This is an optimization exercise on Yosys and OpenROAD, whose aim is small area, not a production implementation.
The RTL was checked by simulation tests, not by an equivalence proof against the original design.

==> design.v <==
package valu_op_pkg;
  typedef enum logic [2:0] {
    VOP_MUL    = 3'b000,
    VOP_MULA   = 3'b001,
    VOP_MULTAC = 3'b010,
    VOP_ADD    = 3'b011,
    VOP_SUB    = 3'b100,
    VOP_ADDAC  = 3'b101,
    VOP_MTAC   = 3'b110
  } vop_e;
  localparam logic [2:0] VOP_ILLEGAL_CODE = 3'b111;
endpackage
package valu_ctrl_pkg;
  typedef enum logic {
    MODE_FULL = 1'b0,
    MODE_HALF = 1'b1
  } elem_mode_e;
  typedef enum logic [1:0] {
    ADDEND_ZERO  = 2'd0,
    ADDEND_B     = 2'd1,
    ADDEND_ACCUM = 2'd2
  } addend_sel_e;
  typedef struct packed {
    elem_mode_e  mode;
    addend_sel_e addend_sel;
    logic        negate_b;
  } add_ctrl_t;
  typedef struct packed {
    elem_mode_e mode;
    logic       saturate;
    logic       save_to_accum;
  } round_ctrl_t;
endpackage
import valu_op_pkg::*;
import valu_ctrl_pkg::*;
module valu_decode (
  input  logic                   clk,
  input  logic                   reset,
  input  logic                   in_valid,
  input  valu_op_pkg::vop_e in_op,
  input  logic                   in_frac,
  input  logic                   in_half,
  input  logic [(4 * 16)-1:0] in_a,
  input  logic [(4 * 16)-1:0] in_b,
  output logic                   dec_valid,
  output logic [(4 * 16)-1:0] dec_a,
  output logic [(4 * 16)-1:0] dec_b,
  output logic                   mult_by_one,
  output logic                   mult_shift,
  output valu_ctrl_pkg::elem_mode_e             mode,
  output valu_ctrl_pkg::add_ctrl_t              add_ctrl,
  output valu_ctrl_pkg::round_ctrl_t            round_ctrl
);
  logic        next_by_one;
  logic        next_negate;
  logic        next_save;
  valu_ctrl_pkg::addend_sel_e next_addend;
  valu_ctrl_pkg::elem_mode_e  next_mode;
  assign next_mode = in_half ? MODE_HALF : MODE_FULL;
  always_comb begin
    next_by_one = 1'b0;
    next_negate = 1'b0;
    next_save   = 1'b0;
    next_addend = ADDEND_ZERO;
    case (in_op)
      VOP_MULA:   next_addend = ADDEND_ACCUM;
      VOP_MULTAC: next_save = 1'b1;
      VOP_ADD: begin
        next_by_one = 1'b1;
        next_addend = ADDEND_B;
      end
      VOP_SUB: begin
        next_by_one = 1'b1;
        next_addend = ADDEND_B;
        next_negate = 1'b1;
      end
      VOP_ADDAC: begin
        next_by_one = 1'b1;
        next_addend = ADDEND_ACCUM;
      end
      VOP_MTAC: begin
        next_by_one = 1'b1;
        next_save   = 1'b1;
      end
      default: next_addend = ADDEND_ZERO;
    endcase
  end
  always_ff @(posedge clk or posedge reset) begin
    if (reset) begin
      dec_valid   <= 1'b0;
      mult_by_one <= 1'b0;
      mult_shift  <= 1'b0;
      mode        <= MODE_FULL;
      add_ctrl    <= '0;
      round_ctrl  <= '0;
    end else begin
      dec_valid   <= in_valid;
      mult_by_one <= next_by_one;
      mult_shift  <= in_frac && !next_by_one;
      mode        <= next_mode;
      add_ctrl    <= {next_mode, next_addend, next_negate};
      round_ctrl  <= {next_mode, in_frac, in_valid && next_save};
    end
  end
  always_ff @(posedge clk) begin
    if (in_valid) begin
      dec_a <= in_a;
      dec_b <= in_b;
    end
  end
endmodule
module ctrl_delay #(
  parameter int WIDTH = 1,
  parameter int DEPTH = 1
) (
  input  logic             clk,
  input  logic             reset,
  input  logic [WIDTH-1:0] in,
  output logic [WIDTH-1:0] out
);
  logic [WIDTH-1:0] stages [DEPTH];
  always_ff @(posedge clk or posedge reset) begin
    if (reset) begin
      for (int i = 0; i < DEPTH; i++) begin
        stages[i] <= '0;
      end
    end else begin
      stages[0] <= in;
      for (int i = 1; i < DEPTH; i++) begin
        stages[i] <= stages[i-1];
      end
    end
  end
  assign out = stages[DEPTH-1];
endmodule
import valu_ctrl_pkg::*;
module valu_mult (
  input  logic                                     clk,
  input  logic                                     reset,
  input  logic                                     dec_valid,
  input  logic [(4 * 16)-1:0]                   dec_a,
  input  logic [(4 * 16)-1:0]                   dec_b,
  input  logic                                     mult_by_one,
  input  logic                                     mult_shift,
  input  valu_ctrl_pkg::elem_mode_e mode,
  output logic                                     mul_valid,
  output logic [4*(16 + 2)-1:0]  mul_p,
  output logic [(4 * 16)-1:0]                   mul_b
);
  localparam int W   = 16;
  localparam int H   = 16 / 2;
  localparam int P_W = (16 + 2);
  wire [4*P_W-1:0] p_next;
  for (genvar l = 0; l < 4; l++) begin : g_lane
    logic signed [W-1:0]   a_f;
    logic signed [W-1:0]   b_f;
    logic signed [2*W-1:0] p_f;
    logic signed [W:0]     r_f;
    logic signed [H-1:0]   a_h [2];
    logic signed [H-1:0]   b_h [2];
    logic signed [W-1:0]   p_h [2];
    logic signed [H:0]     r_h [2];
    always_comb begin
      a_f = dec_a[l*W +: W];
      b_f = dec_b[l*W +: W];
      p_f = a_f * b_f;
      if (mult_by_one) r_f = a_f;
      else if (mult_shift) r_f = p_f[2*W-1:W-1];
      else r_f = $signed(p_f[W-1:0]);
      for (int h = 0; h < 2; h++) begin
        a_h[h] = a_f[h*H +: H];
        b_h[h] = b_f[h*H +: H];
        p_h[h] = a_h[h] * b_h[h];
        if (mult_by_one) r_h[h] = a_h[h];
        else if (mult_shift) r_h[h] = p_h[h][W-1:H-1];
        else r_h[h] = $signed(p_h[h][H-1:0]);
      end
    end
    assign p_next[l*P_W +: P_W] = (mode == MODE_HALF) ? {r_h[1], r_h[0]} : {r_f[W], r_f};
  end
  always_ff @(posedge clk or posedge reset) begin
    if (reset) mul_valid <= 1'b0;
    else mul_valid <= dec_valid;
  end
  always_ff @(posedge clk) begin
    mul_p <= p_next;
    mul_b <= dec_b;
  end
endmodule
import valu_ctrl_pkg::*;
module valu_add (
  input  logic                                    clk,
  input  logic                                    reset,
  input  logic                                    mul_valid,
  input  logic [4*(16 + 2)-1:0] mul_p,
  input  logic [(4 * 16)-1:0]                  mul_b,
  input  valu_ctrl_pkg::add_ctrl_t add_ctrl,
  input  logic [(4 * 16)-1:0]                  accum,
  input  logic                                    fwd_valid,
  input  logic [(4 * 16)-1:0]                  fwd_value,
  output logic                                    add_valid,
  output logic [4*(16 + 4)-1:0]  add_sum
);
  localparam int W   = 16;
  localparam int H   = 16 / 2;
  localparam int P_W = (16 + 2);
  localparam int S_W = (16 + 4);
  logic [(4 * 16)-1:0] addend;
  wire  [4*S_W-1:0] s_next;
  always_comb begin
    case (add_ctrl.addend_sel)
      ADDEND_B:     addend = mul_b;
      ADDEND_ACCUM: addend = fwd_valid ? fwd_value : accum;
      default:      addend = '0;
    endcase
  end
  for (genvar l = 0; l < 4; l++) begin : g_lane
    logic signed [W:0]   e_f;
    logic signed [W+1:0] s_f;
    logic signed [H:0]   e_h [2];
    logic signed [H+1:0] s_h [2];
    always_comb begin
      e_f = $signed(addend[l*W +: W]);
      if (add_ctrl.negate_b) e_f = -e_f;
      s_f = $signed(mul_p[l*P_W +: W+1]) + e_f;
      for (int h = 0; h < 2; h++) begin
        e_h[h] = $signed(addend[l*W + h*H +: H]);
        if (add_ctrl.negate_b) e_h[h] = -e_h[h];
        s_h[h] = $signed(mul_p[l*P_W + h*(H+1) +: H+1]) + e_h[h];
      end
    end
    assign s_next[l*S_W +: S_W] = (add_ctrl.mode == MODE_HALF) ?
                                  {s_h[1], s_h[0]} : {{2{s_f[W+1]}}, s_f};
  end
  always_ff @(posedge clk or posedge reset) begin
    if (reset) add_valid <= 1'b0;
    else add_valid <= mul_valid;
  end
  always_ff @(posedge clk) begin
    add_sum <= s_next;
  end
endmodule
import valu_ctrl_pkg::*;
module valu_round (
  input  logic                                   clk,
  input  logic                                   reset,
  input  logic                                   add_valid,
  input  logic [4*(16 + 4)-1:0] add_sum,
  input  valu_ctrl_pkg::round_ctrl_t round_ctrl,
  output logic                                   result_valid,
  output logic [(4 * 16)-1:0]                 result,
  output logic [(4 * 16)-1:0]                 accum,
  output logic                                   fwd_valid,
  output logic [(4 * 16)-1:0]                 fwd_value
);
  localparam int W     = 16;
  localparam int H     = 16 / 2;
  localparam int S_W   = (16 + 4);
  localparam int F_MAX = 2**(W-1) - 1;
  localparam int F_MIN = -(2**(W-1));
  localparam int H_MAX = 2**(H-1) - 1;
  localparam int H_MIN = -(2**(H-1));
  wire [(4 * 16)-1:0] rnd;
  for (genvar l = 0; l < 4; l++) begin : g_lane
    logic signed [W+1:0] s_f;
    logic [W-1:0]        r_f;
    logic signed [H+1:0] s_h [2];
    logic [H-1:0]        r_h [2];
    always_comb begin
      s_f = add_sum[l*S_W +: W+2];
      r_f = s_f[W-1:0];
      if (round_ctrl.saturate && s_f > F_MAX) r_f = F_MAX[W-1:0];
      if (round_ctrl.saturate && s_f < F_MIN) r_f = F_MIN[W-1:0];
      for (int h = 0; h < 2; h++) begin
        s_h[h] = add_sum[l*S_W + h*(H+2) +: H+2];
        r_h[h] = s_h[h][H-1:0];
        if (round_ctrl.saturate && s_h[h] > H_MAX) r_h[h] = H_MAX[H-1:0];
        if (round_ctrl.saturate && s_h[h] < H_MIN) r_h[h] = H_MIN[H-1:0];
      end
    end
    assign rnd[l*W +: W] = (round_ctrl.mode == MODE_HALF) ? {r_h[1], r_h[0]} : r_f;
  end
  assign fwd_valid = add_valid && round_ctrl.save_to_accum;
  assign fwd_value = rnd;
  always_ff @(posedge clk or posedge reset) begin
    if (reset) begin
      result_valid <= 1'b0;
      accum        <= '0;
    end else begin
      result_valid <= add_valid;
      if (fwd_valid) accum <= rnd;
    end
  end
  always_ff @(posedge clk) begin
    if (add_valid) result <= rnd;
  end
endmodule
import valu_op_pkg::*;
import valu_ctrl_pkg::*;
module valu_top (
  input  logic                   clk,
  input  logic                   reset,
  input  logic                   in_valid,
  input  valu_op_pkg::vop_e in_op,
  input  logic                   in_frac,
  input  logic                   in_half,
  input  logic [(4 * 16)-1:0] in_a,
  input  logic [(4 * 16)-1:0] in_b,
  output logic                   result_valid,
  output logic [(4 * 16)-1:0] result
);
  logic                                    dec_valid;
  logic [(4 * 16)-1:0]                  dec_a;
  logic [(4 * 16)-1:0]                  dec_b;
  logic                                    mult_by_one;
  logic                                    mult_shift;
  valu_ctrl_pkg::elem_mode_e                              mode;
  valu_ctrl_pkg::add_ctrl_t                               dec_add_ctrl;
  valu_ctrl_pkg::add_ctrl_t                               add_ctrl;
  valu_ctrl_pkg::round_ctrl_t                             dec_round_ctrl;
  valu_ctrl_pkg::round_ctrl_t                             round_ctrl;
  logic                                    mul_valid;
  logic [4*(16 + 2)-1:0] mul_p;
  logic [(4 * 16)-1:0]                  mul_b;
  logic                                    add_valid;
  logic [4*(16 + 4)-1:0]  add_sum;
  logic [(4 * 16)-1:0]                  accum;
  logic                                    fwd_valid;
  logic [(4 * 16)-1:0]                  fwd_value;
  valu_decode valu_decode_i (
    .clk, .reset, .in_valid, .in_op, .in_frac, .in_half, .in_a, .in_b,
    .dec_valid, .dec_a, .dec_b, .mult_by_one, .mult_shift, .mode,
    .add_ctrl(dec_add_ctrl), .round_ctrl(dec_round_ctrl)
  );
  ctrl_delay #(.WIDTH($bits(dec_add_ctrl)), .DEPTH(1)) add_ctrl_delay_i (
    .clk, .reset, .in(dec_add_ctrl), .out(add_ctrl)
  );
  ctrl_delay #(.WIDTH($bits(dec_round_ctrl)), .DEPTH(2)) round_ctrl_delay_i (
    .clk, .reset, .in(dec_round_ctrl), .out(round_ctrl)
  );
  valu_mult valu_mult_i (
    .clk, .reset, .dec_valid, .dec_a, .dec_b, .mult_by_one, .mult_shift, .mode,
    .mul_valid, .mul_p, .mul_b
  );
  valu_add valu_add_i (
    .clk, .reset, .mul_valid, .mul_p, .mul_b, .add_ctrl, .accum, .fwd_valid, .fwd_value,
    .add_valid, .add_sum
  );
  valu_round valu_round_i (
    .clk, .reset, .add_valid, .add_sum, .round_ctrl,
    .result_valid, .result, .accum, .fwd_valid, .fwd_value
  );
endmodule
==> run.sh <==
#!/bin/bash
# synth_recipe.tcl (not shown) runs the flow's synth.tcl, then flattens the netlist and writes it again
# the make line also repeats each setting of config.mk as NAME=value (left out here)
make -C /OpenROAD-flow-scripts/flow DESIGN_CONFIG=/design/flow/config.mk WORK_HOME=/design/flow/orfs CLKGATE_MAP_FILE= SYNTH_SCRIPT=/design/flow/synth_recipe.tcl finish
==> config.mk <==
export PLATFORM = sky130hd
export DESIGN_NAME = valu_top
export DESIGN_NICKNAME = valu_top
export VERILOG_FILES = /design/flow/design.v
export SDC_FILE = /design/flow/constraint.sdc
export NUM_CORES = 4
export LEC_CHECK = 0
export CAP_MARGIN = 20
export CORE_MARGIN = 2
export CORE_UTILIZATION = 40
export SLEW_MARGIN = 20
==> constraint.sdc <==
create_clock -name core_clock -period 7.0 [get_ports {clk}]
set_input_delay 1.4000 -clock core_clock [delete_from_list [all_inputs] [get_ports {clk}]]
set_output_delay 1.4000 -clock core_clock [all_outputs]
set_load 0.01 [all_outputs]
==> notes.md <==
## routing by layer
layer | track usage, % | share of wire, %
met4 | 8.29 | 3.9
met2 | 39.4 | 48
met1 | 31.7 | 43
met3 | 2.49 | 4.8
met5 | 0 | 0.0030
## Yosys cell counts (21+ instances only)
master    number
a211oi_1      40
ha_1         670
o21a_1        45
a21o_1        90
xnor2_1      260
mux2i_1       58
o21bai_1      36
o31ai_1       27
or2_2         21
a31oi_1       53
mux2_2        23
or3_1         31
a221oi_1      39
o22ai_1       45
xor2_1       126
dfxtp_1      216
edfxtp_1     192
fa_1        1408
inv_1       1878
nand2_1      861
a22oi_1       37
nor2_1       304
dfrtp_1       85
o21ai_0      330
a21oi_1      284
nor2b_1       51
nand2b_1     102
clkbuf_1     258
nor3_1        64
nand3_1       48
and3_1        27
and2_1       484
a22o_1        28
## through the flow
step                      worst slack [ns]
final                                0.166
after global routing               0.00148
after CTS                            0.179
after detailed placement             0.189
after global placement               0.224
after floorplan                      0.181
## logic make-up (layout without fill, tap and decap cells)
family          count (synthesis)  after routing
mux                            89             89
fa+ha+maj                    2078           2078
buf+inv                      2167           2510
xor+xnor                      386            386
compound gates               1236           1236
other cells                     0              2
simple gates                 2061           2061
flops                         493            493
## timing repair
| action | CTS | global route |
|---|---|---|
| gates resized for setup | 0 | 6 |
| endpoints found under the setup margin | 0 | 24 |
| buffers inserted | 0 | 57 |
## area by class of cell
cell class                 count  share of cell area [%]
clock buffer                  86                    2.13
timing repair buffer         507                    5.04
tap                         2640                    3.74
antenna                        2                 0.00567
sequential                   493                    13.9
clock inverter                38                   0.503
multi-input combinational   5850                    66.7
inverter                    1879                    8.00
## worst min path at each step
stage | from | to | slack, ns | cells after the start
after floorplan | valu_decode_i.add_ctrl[0] | add_ctrl_delay_i.stages[0][0] | 0.33 | 0
after global placement | valu_decode_i.dec_valid | valu_mult_i.mul_valid | 0.33 | 0
after detailed placement | valu_decode_i.dec_valid | valu_mult_i.mul_valid | 0.34 | 0
after CTS | valu_decode_i.add_ctrl[0] | add_ctrl_delay_i.stages[0][0] | 0.35 | 0
after global routing | valu_decode_i.round_ctrl[1] | round_ctrl_delay_i.stages[0][1] | 0.35 | 0
final | valu_decode_i.add_ctrl[0] | add_ctrl_delay_i.stages[0][0] | 0.35 | 0
## registers in the layout (all words and copies together), names as in the netlist, 2 cells and up
| register | cells |
|---|---|
| valu_decode_i.dec_b | 64 |
| valu_round_i.result | 64 |
| valu_add_i.add_sum | 80 |
| valu_mult_i.mul_p | 72 |
| add_ctrl_delay_i.stages | 4 |
| valu_decode_i.add_ctrl | 3 |
| round_ctrl_delay_i.stages | 5 |
| valu_mult_i.mul_b | 64 |
| valu_decode_i.round_ctrl | 2 |
| valu_decode_i.dec_a | 64 |
| valu_round_i.accum | 64 |
## worst max-delay path, cell delays in order, from the launching register on
cell and delay, ns:
edfxtp_1 0.79, nand2_1 0.17, fa_1 0.55, fa_1 0.56, inv_1 0.06, fa_1 0.51
fa_1 0.44, fa_1 0.49, inv_1 0.05, fa_1 0.51, inv_1 0.06, ha_1 0.34
and2_1 0.17, a311o_1 0.35, a221o_1 0.36, a221o_1 0.35, a21o_1 0.18, xor2_1 0.14
mux4_2 0.46, nor2_1 0.10, a21oi_1 0.05
==> impl_metrics.ini <==
[outcome]
run_status = finished clean

[flow_run]
cap_violations = 0

[routing]
drc = 0
wl_mm = 235
drtIter0Drc = 4004
via_per_inst = 5.15
antenna_left = 0
wl_per_cell_um = 20.4
vias = 59195
first_pass_iters = 5

[yosys]
yosys.area_share.adder_pct = 46.2
synth_top_family_by_area = adder cells
ys_top_cells_by_area = fa_1, ha_1, inv_1, edfxtp_1, dfxtp_1
synth-main-ff-cell = dfxtp_1
yosys_warnings = 40
ys_seq_area_share_pct = 15.4
synth_compound_area_share_pct = 9.98
synth-seq-cells = 493
syn_area_sq_mm = 0.0792
synth-edff-count = 192
yosysUniqueCellTypes = 97
synth-simple-area-share_pct = 12.5
synthMuxAreaShare_pct = 1.29
post_synth.cell_area_avg_sq_um = 9.31
synthXorXnorAreaFrac_pct = 4.27
yosys.area.top_type = fa_1
postSynthNetCount = 10724
syn_inst = 8510
async_reset_ff_share_pct = 17.2
yosysTopAreaCellShare_pct = 35.6

[sta]
worst_slew_pin_slew_ns = 1.24
tns_ns = 0
finClkSkew_ns = 0.0252
finalSetupViolCount = 0
hold_ws_ns = 0.346
max_clock_freq_ghz = 0.146
rsz0062_at_grt = false
post-route-period-util_pct = 97.6
finalHoldViolations = 0
slew_viol_final = 0
period_needed_ns = 6.83
slew_headroom_pct = 16.8

[finish]
fin_cells = 11495
regArea_sq_mm = 0.0122
fin_area_sq_mm = 0.0882
drive_gt1_share_pct = 6.02
fillers = 19096
fin_util_pct = 44.8
final_common_cell = inv_1
final_nets = 11012
layout_common_cells = inv_1, fa_1, nand2_1
multiInputGateArea_sq_mm = 0.0589
synthToLayoutAreaGrowth_pct = 11.4

[setup_path]
critPathLaunch = valu_decode_i.dec_b[58]
start_kind = flip-flop
worstPathRequired_ns = 7.53
rr_worst_depth = 20
crit_path_max_fanout = 14
crit_type = flip-flop to flip-flop
cp.arrival_ns = 7.37
end_kind = flip-flop
cp-endpoint = valu_mult_i.mul_p[66]
r2r_setup_slack_ns = 0.17
rr_startpoint = valu_decode_i.dec_b[58]
rr_endpoint = valu_mult_i.mul_p[66]

[grt]
grt_pass1_wl_mm = 370
grt_pass1_vias = 63355
antenna_found_initial = 5
grt_max_degree = 76
gr-usage-all-layers_pct = 23.6
grt_overflow = 0

[place]
portBuffers = 200
gp_congestion = 0.924
dp_cells = 11312
dp.final_hpwl_mm = 194
dpl-instance-area_sq_mm = 0.0854

[clocking]
path_clk_slew_ns = 0.06
cts.sink_count = 493
root_buffer = clkbuf_16
postCtsHoldBufs = 0
clk-insertion-delay-late_ns = 0.69
cts_buffers = 67
cts_tree = yes
htreeDepth = 3
clockBufferDepth = 3

[floorplanning]
die_w_um = 449
ios = 201
rows = 163
die-area_sq_mm = 0.202
start_util_pct = 40.2
coreArea_sq_mm = 0.197
die_h_um = 449

[worst_hold_path]
hold_class = flip-flop to flip-flop

[what the ideal ports hide]
The results above use ideal ports. As a check the final layout listed here was re-extracted and re-timed, cells and wires unchanged. Step 1 assumes that a clkbuf_16 drives the clock port and a buf_2 every other input. Step 2 times the ports against the registers' clock, not the clock port: input delays grow and output delays shrink by t, the midpoint of the rising clock arrivals with the driver on. Slacks: ideal / step 1 / step 2; pairs: ideal / step 1.
t, ns: 0.743
setup WS [ns]: 0.166 / 0.166 / 0.166
hold slack, ns: 0.346 / 0.346 / 0.346
cell pins on the clock port's net: 1
After both steps setup and hold are still met in this run. The setup slack of this run moves by 0.000 ns with the drivers and by 0.000 ns with both steps.
